Source: an optimization exercise on an open RTL-to-GDS flow (aim: small area, a short achievable clock period and few clock cycles per item). Production flows keep margins and buffers that such runs may drop.
In this exercise RTL edits were held to simulation tests only and were not proved equivalent to the original.

Setup of wip/quartz:
// hsl_to_rgb_converter_unit
module hsl_to_rgb_converter_unit #(
  parameter int FRACTION_BITS = hslrgb_pkg::FRACTION_BITS
) (
  input  logic             clk,
  input  logic             rst_n,
  input  logic             in_valid,
  output logic             in_stall,
  input  hslrgb_pkg::hsl_t in_data,
  output logic             out_valid,
  input  logic             out_stall,
  output hslrgb_pkg::rgb_t out_data
);
==> flow/config.mk <==
export PLATFORM = sky130hd
export DESIGN_NAME = hsl_to_rgb_converter_unit
export DESIGN_NICKNAME = hsl_to_rgb_converter_unit
export VERILOG_FILES = /design/flow/design.v
export SDC_FILE = /design/flow/constraint.sdc
export NUM_CORES = 4
export LEC_CHECK = 0
export ABC_AREA = 1
export CAP_MARGIN = 10
export CORE_MARGIN = 2
export CORE_UTILIZATION = 40
export PLACE_DENSITY = 0.6
export SETUP_SLACK_MARGIN = 1.8
export SLEW_MARGIN = 10
==> flow/constraint.sdc <==
create_clock -name core_clock -period 7.0 [get_ports {clk}]
set_input_delay 1.4000 -clock core_clock [delete_from_list [all_inputs] [get_ports {clk}]]
set_output_delay 1.4000 -clock core_clock [all_outputs]
set_load 0.01 [all_outputs]
standard.sh (not shown) runs the stock make flow with config.mk's settings and CLKGATE_MAP_FILE= SYNTH_SCRIPT=/design/flow/synth_recipe.tcl, a recipe that flattens the netlist after the stock synthesis.
==> flow/flow/run.sh <==
#!/bin/bash
# The standard layout (the standard.sh: ORFS synthesis to finish) with two
# changes that keep the design and its registers as the standard synthesis
# makes them:
#  - after synthesis, flow/invopt.py removes inverters around full adders
#    (a full adder of inverted inputs gives inverted outputs), a purely
#    combinational rewrite of the netlist;
#  - the port buffers use the smallest plain buffer instead of the delay
#    buffer buffer_ports picks by default. Every port is still buffered.
set -euo pipefail
RES=orfs/results/${FLOW_PLATFORM:-sky130hd}/hsl_to_rgb_converter_unit/base
bash standard.sh synth > standard_synth.log 2>&1
cp $RES/1_2_yosys.v yosys_netlist_orig.v
if python3 flow/invopt.py yosys_netlist_orig.v yosys_netlist_opt.v > invopt.log 2>&1; then
  cp yosys_netlist_opt.v $RES/1_2_yosys.v
  rm -f $RES/1_synth.odb $RES/1_synth.sdc
fi
bash standard.sh "BUFFER_PORTS_ARGS=-buffer_cell sky130_fd_sc_hd__buf_1" finish > standard_flow.log 2>&1
Other scripts of this flow, unchanged in this note and not shown: flow/flow/invopt.py
Testbench counts of wip/quartz, summed over its fixed seeds: cycles 8,032, items 8,000.
Input-level comparison between wip/indigo and wip/quartz:
Settings: SETUP_SLACK_MARGIN: 1.8 -> 2.2.
## What came out
First-pass GRT wire length delta (wip/indigo − wip/quartz): unfavourable. When the final numbers for wip/indigo and wip/quartz were put side by side, the worst setup slack turned out to be greater in wip/indigo. [wip/indigo] number of non-clock inverters rose 2 relative to wip/quartz. Highest achievable clock rate in wip/indigo vs wip/quartz: up about 3.7%.
--- input diff wip/indigo..wip/juniper ---
Settings: an added CTS_BUF_LIST of sky130_fd_sc_hd__clkbuf_8; a change of SETUP_SLACK_MARGIN from 2.2 to 2.0; a deleted ABC_AREA that had been 1.
## What came out
- Going from wip/indigo to wip/juniper, the clock-buffer cell count was found to have gone down by 1.
- | global-route usage over all layers | higher: wip/indigo |
- wip/juniper ends up with a minimum period implied by the final worst setup slack that is 0.11 ns higher than in wip/indigo.
### wip/juniper -> wip/willow
Settings: clearing CTS_BUF_LIST, which used to be sky130_fd_sc_hd__clkbuf_8; putting ABC_AREA at 1 where nothing was set.
[summary]
The aggregate global-route resource usage reported for wip/willow is greater than that of wip/juniper by 0.56 points.
Going from wip/juniper to wip/willow, number of fill cells grows by about 2%.
wip/willow vs. wip/juniper: via count climbed 169; number of slew-limit violations in the final report ~0 delta; maximum frequency rose 2.0%; clock transition at the registers of the reported paths dropped 0.03 ns.
Modified inputs, wip/umber compared to wip/willow
Settings: SLEW_MARGIN now 20, was 10; CAP_MARGIN now 20, was 10; ABC_AREA no longer set, was 1.
Higher share of cell area taken by multi-input logic gates among wip/willow and wip/umber: wip/umber. Looking only at cell area after layout, and setting everything else aside, the higher value of wip/willow and wip/umber goes to wip/umber. wip/umber: synthesized cell count lower than wip/willow.

* * *

hsl_to_rgb_converter_unit, a different RTL version from the one above (not shown whole).
For scale: ~1900 cells after synthesis, about 86 I/O pins, ~18000 um^2 of cells after synthesis.
==> flow/config.mk <==
export PLATFORM = sky130hd
export DESIGN_NAME = hsl_to_rgb_converter_unit
export DESIGN_NICKNAME = hsl_to_rgb_converter_unit
export VERILOG_FILES = /design/flow/design.v
export SDC_FILE = /design/flow/constraint.sdc
export NUM_CORES = 4
export LEC_CHECK = 0
export ABC_AREA = 1
export CAP_MARGIN = 20
export CORE_MARGIN = 2
export CORE_UTILIZATION = 40
export PLACE_DENSITY = 0.6
export SETUP_SLACK_MARGIN = 2.2
export SLEW_MARGIN = 20
==> flow/constraint.sdc <==
create_clock -name core_clock -period 7.0 [get_ports {clk}]
set_input_delay 1.4000 -clock core_clock [delete_from_list [all_inputs] [get_ports {clk}]]
set_output_delay 1.4000 -clock core_clock [all_outputs]
set_load 0.01 [all_outputs]
Scripts as last shown in full above: flow/flow/run.sh
Other scripts of this flow, unchanged in this note and not shown: flow/flow/invopt.py
The starting point finished with timing, DRC and antenna clean.
Testbench counts at the start, summed over its fixed seeds: cycles 8,032, items 8,000.
==> next run, changes <==
Settings changed: SETUP_SLACK_MARGIN 2.2 to 2.1.
What happened:
- The new run went through all stages and came out clean
- global-route usage went down by 0.18 points
- routed wire length hardly moves
- count of clock-buffer cells in the layout stays the same
- worst hold slack hardly moves
- sequential cell count does not change
==> next run, changes <==
Settings changed: SETUP_SLACK_MARGIN 2.1 to 2.3.
=> Non-clock buffer count increases by 14; synthesized cell count does not change; global-route usage increases by 0.58 points; via count increases by 1.9%.

* * *

Starting RTL as in the previous note.
clock: 7.0 ns
lec_check: 0
abc_area: 1
cap_margin: 20
core_margin: 2
core_utilization: 40
place_density: 0.6
setup_slack_margin: 2.4
slew_margin: 20
Scripts as last shown in full above: flow/flow/run.sh
Other scripts of this flow, unchanged in this note and not shown: flow/flow/invopt.py
The baseline completed without violations.
Testbench counts at the start, summed over its fixed seeds: cycles 8,032, items 8,000.
Next try:
--- a/flow/config.mk
+++ b/flow/config.mk
@@ -13 +13 @@
-export SETUP_SLACK_MARGIN = 2.4
+export SETUP_SLACK_MARGIN = 1.9
After rerunning:
- The changed run finished clean
- wire length shrinks by a few percent
- critical path depth drops by 3
- final area went down by a few percent
- setup slack is worse by 0.30 ns
- first-iteration DRC count went down by a few percent
Next try:
--- a/flow/config.mk
+++ b/flow/config.mk
@@ -11,3 +11,3 @@
-export CORE_UTILIZATION = 40
-export PLACE_DENSITY = 0.6
-export SETUP_SLACK_MARGIN = 1.9
+export CORE_UTILIZATION = 50
+export PLACE_DENSITY = 0.65
+export SETUP_SLACK_MARGIN = 2.2
- wire length falls by a few percent
- clock-buffer cell count drops by 2
- via count falls slightly
- core utilization rose by 11 points
- hold slack improved by 0.011 ns
- fmax increases by a few percent
- synthesized area stays the same
- setup slack gains 0.26 ns
Next try:
--- a/flow/config.mk
+++ b/flow/config.mk
@@ -11,3 +11,3 @@
-export CORE_UTILIZATION = 50
-export PLACE_DENSITY = 0.65
-export SETUP_SLACK_MARGIN = 2.2
+export CORE_UTILIZATION = 40
+export PLACE_DENSITY = 0.5
+export SETUP_SLACK_MARGIN = 2.0
Cell count increases by 5.4%. Synthesized cell count is unchanged. Fmax came out lower by 2.6%. Global-route usage came out lower by 3.4 points. Routed wire length came out higher by 7.1%. Core utilization goes down by 11 points. Design area goes up by 0.71%.

* * *

Another version of the RTL of hsl_to_rgb_converter_unit (not shown whole).
Size in the first run: ~1,900 cells after synthesis, roughly 170 flip-flops, ~18,000 µm² of cells after synthesis.
==> flow/design.v (excerpt) <==
module hsl_to_rgb_converter_unit #(
  parameter int FRACTION_BITS = hslrgb_pkg::FRACTION_BITS
) (
  input  logic             clk,
  input  logic             rst_n,
  input  logic             in_valid,
  output logic             in_stall,
  input  hslrgb_pkg::hsl_t in_data,
  output logic             out_valid,
  input  logic             out_stall,
  output hslrgb_pkg::rgb_t out_data
);
  logic       en;
  logic [3:0] vld_r;
  assign en       = !(vld_r[3] && out_stall);
  assign in_stall = !en;
  always_ff @(posedge clk) begin
    if (!rst_n) begin
      vld_r <= '0;
    end else if (en) begin
      vld_r <= {vld_r[2:0], in_valid};
    end
  end
  logic [11:0] lmin;
  logic        lhi;
  logic [6:0]  hh;
  logic [7:0]  hlo;
  logic [2:0]  sect;
  logic [3:0]  frac_hi;
  logic [11:0] k;
  always_comb begin
    lhi = in_data.lightness[12] | in_data.lightness[11];
    if (in_data.lightness[12])
      lmin = '0;
    else if (in_data.lightness[11])
      lmin = 12'd0 - in_data.lightness[11:0];
    else
      lmin = in_data.lightness[11:0];
  ...
make LEC_CHECK=0 CAP_MARGIN=20 CORE_MARGIN=2 CORE_UTILIZATION=40 CTS_BUF_LIST='sky130_fd_sc_hd__clkbuf_4 sky130_fd_sc_hd__clkbuf_8' PLACE_DENSITY=0.6 SETUP_SLACK_MARGIN=1.5 SLEW_MARGIN=20 finish   # period 7.0 ns
run.sh (not shown) runs the stock make flow with config.mk's settings and CLKGATE_MAP_FILE= SYNTH_SCRIPT=/design/flow/synth_recipe.tcl, a recipe that flattens the netlist after the stock synthesis.
Stock flow here: none of the scripts above is used.
The first run produced a clean layout.
Testbench counts at the start, summed over its fixed seeds: cycles 8,032, items 8,000.
Then changed:
CTS_BUF_LIST = default   (was sky130_fd_sc_hd__clkbuf_4 sky130_fd_sc_hd__clkbuf_8)
SETUP_SLACK_MARGIN = 2.5   (was 1.5)
Outcome: The changed run produced a clean layout. Maximum frequency grows by 2.1%. Synthesized cell count does not change. Cell count grows by about 3%. Clock skew shrinks by 6.8 ps. Worst hold slack loses 12 ps. Global-route usage went up by 1.3 points. Setup slack improves by 110 ps. Final area grows by 8.1%. Via count went up by 3.4%.
Then changed:
ABC_CLOCK_PERIOD_IN_PS = 4500   (was default)
SETUP_SLACK_MARGIN = 1.5   (was 2.5)
After rerunning: Worst hold slack gets better by 9.0 ps. Area after synthesis does not change. Cell area falls by a few percent. Global-route usage went down by 1.2 points. Routed wire length is lower by a few percent. Setup slack degrades by 110 ps. Die area does not change.
Then changed:
ABC_CLOCK_PERIOD_IN_PS = default   (was 4500)
SETUP_SLACK_MARGIN = 1.0   (was 1.5)
=> Global-route usage goes down by 0.21 points. Non-clock buffer count goes down by 66. Register-to-register slack degrades by 380 ps. Final cell count goes down by a few percent. Worst setup slack degrades by 380 ps. Clock-buffer cell count is unchanged. Clock skew is about the same.

-- port drivers added, routing unchanged --
Ports are ideal in the flow. The routed layouts listed here were re-timed in OpenROAD.
Step 1 assumes that a clkbuf_16 drives the clock port and a buf_2 every other input.
Step 2 also shifts input and output timing later by t, the mid clock arrival at the registers, as if the neighbouring blocks saw the same clock.
Three values: no drivers, after step 1, after step 2; two values: the first two.
run | shift t [ns] | setup WS [ns] | worst hold slack (ns) | worst slew at a driven data input, ns
wip/quartz | 0.513 | 2.059 / 2.059 / 2.059 | 0.423 / 0.423 / 0.423 | 0.06
wip/indigo | 0.515 | 2.235 / 2.235 / 2.235 | 0.423 / 0.423 / 0.423 | 0.06
wip/juniper | 0.568 | 2.128 / 2.128 / 1.873 | 0.416 / 0.416 / 0.416 | 0.05
wip/willow | 0.510 | 2.222 / 2.222 / 2.222 | 0.423 / 0.423 / 0.423 | 0.06
wip/umber | 0.517 | 2.122 / 2.122 / 1.886 | 0.416 / 0.416 / 0.416 | 0.05
the first run of note 2 | 0.535 | 2.373 / 2.373 / 2.346 | 0.414 / 0.414 / 0.414 | 0.05
the second run of note 2 | 0.538 | 2.331 / 2.331 / 2.331 | 0.417 / 0.417 / 0.417 | 0.05
the third run of note 2 | 0.546 | 2.312 / 2.312 / 2.312 | 0.425 / 0.425 / 0.425 | 0.05
the first run of note 3 | 0.544 | 2.351 / 2.351 / 2.338 | 0.427 / 0.427 / 0.427 | 0.05
the second run of note 3 | 0.532 | 2.051 / 2.051 / 2.051 | 0.413 / 0.413 / 0.413 | 0.05
the third run of note 3 | 0.505 | 2.312 / 2.312 / 2.263 | 0.424 / 0.424 / 0.424 | 0.04
the fourth run of note 3 | 0.536 | 2.188 / 2.188 / 2.188 | 0.430 / 0.430 / 0.430 | 0.04
the first run of note 4 | 0.598 | 1.719 / 1.719 / 1.719 | 0.422 / 0.422 / 0.422 | 0.03
the second run of note 4 | 0.508 | 1.830 / 1.830 / 1.830 | 0.410 / 0.410 / 0.410 | 0.04
the third run of note 4 | 0.530 | 1.724 / 1.724 / 1.724 | 0.419 / 0.419 / 0.419 | 0.03
the fourth run of note 4 | 0.531 | 1.345 / 1.345 / 1.345 | 0.419 / 0.419 / 0.419 | 0.03
After both steps every run listed still meets setup and hold. For wip/juniper, which loses most, drivers alone change the setup slack by 0.000 ns; drivers and shift together by -0.255 ns.
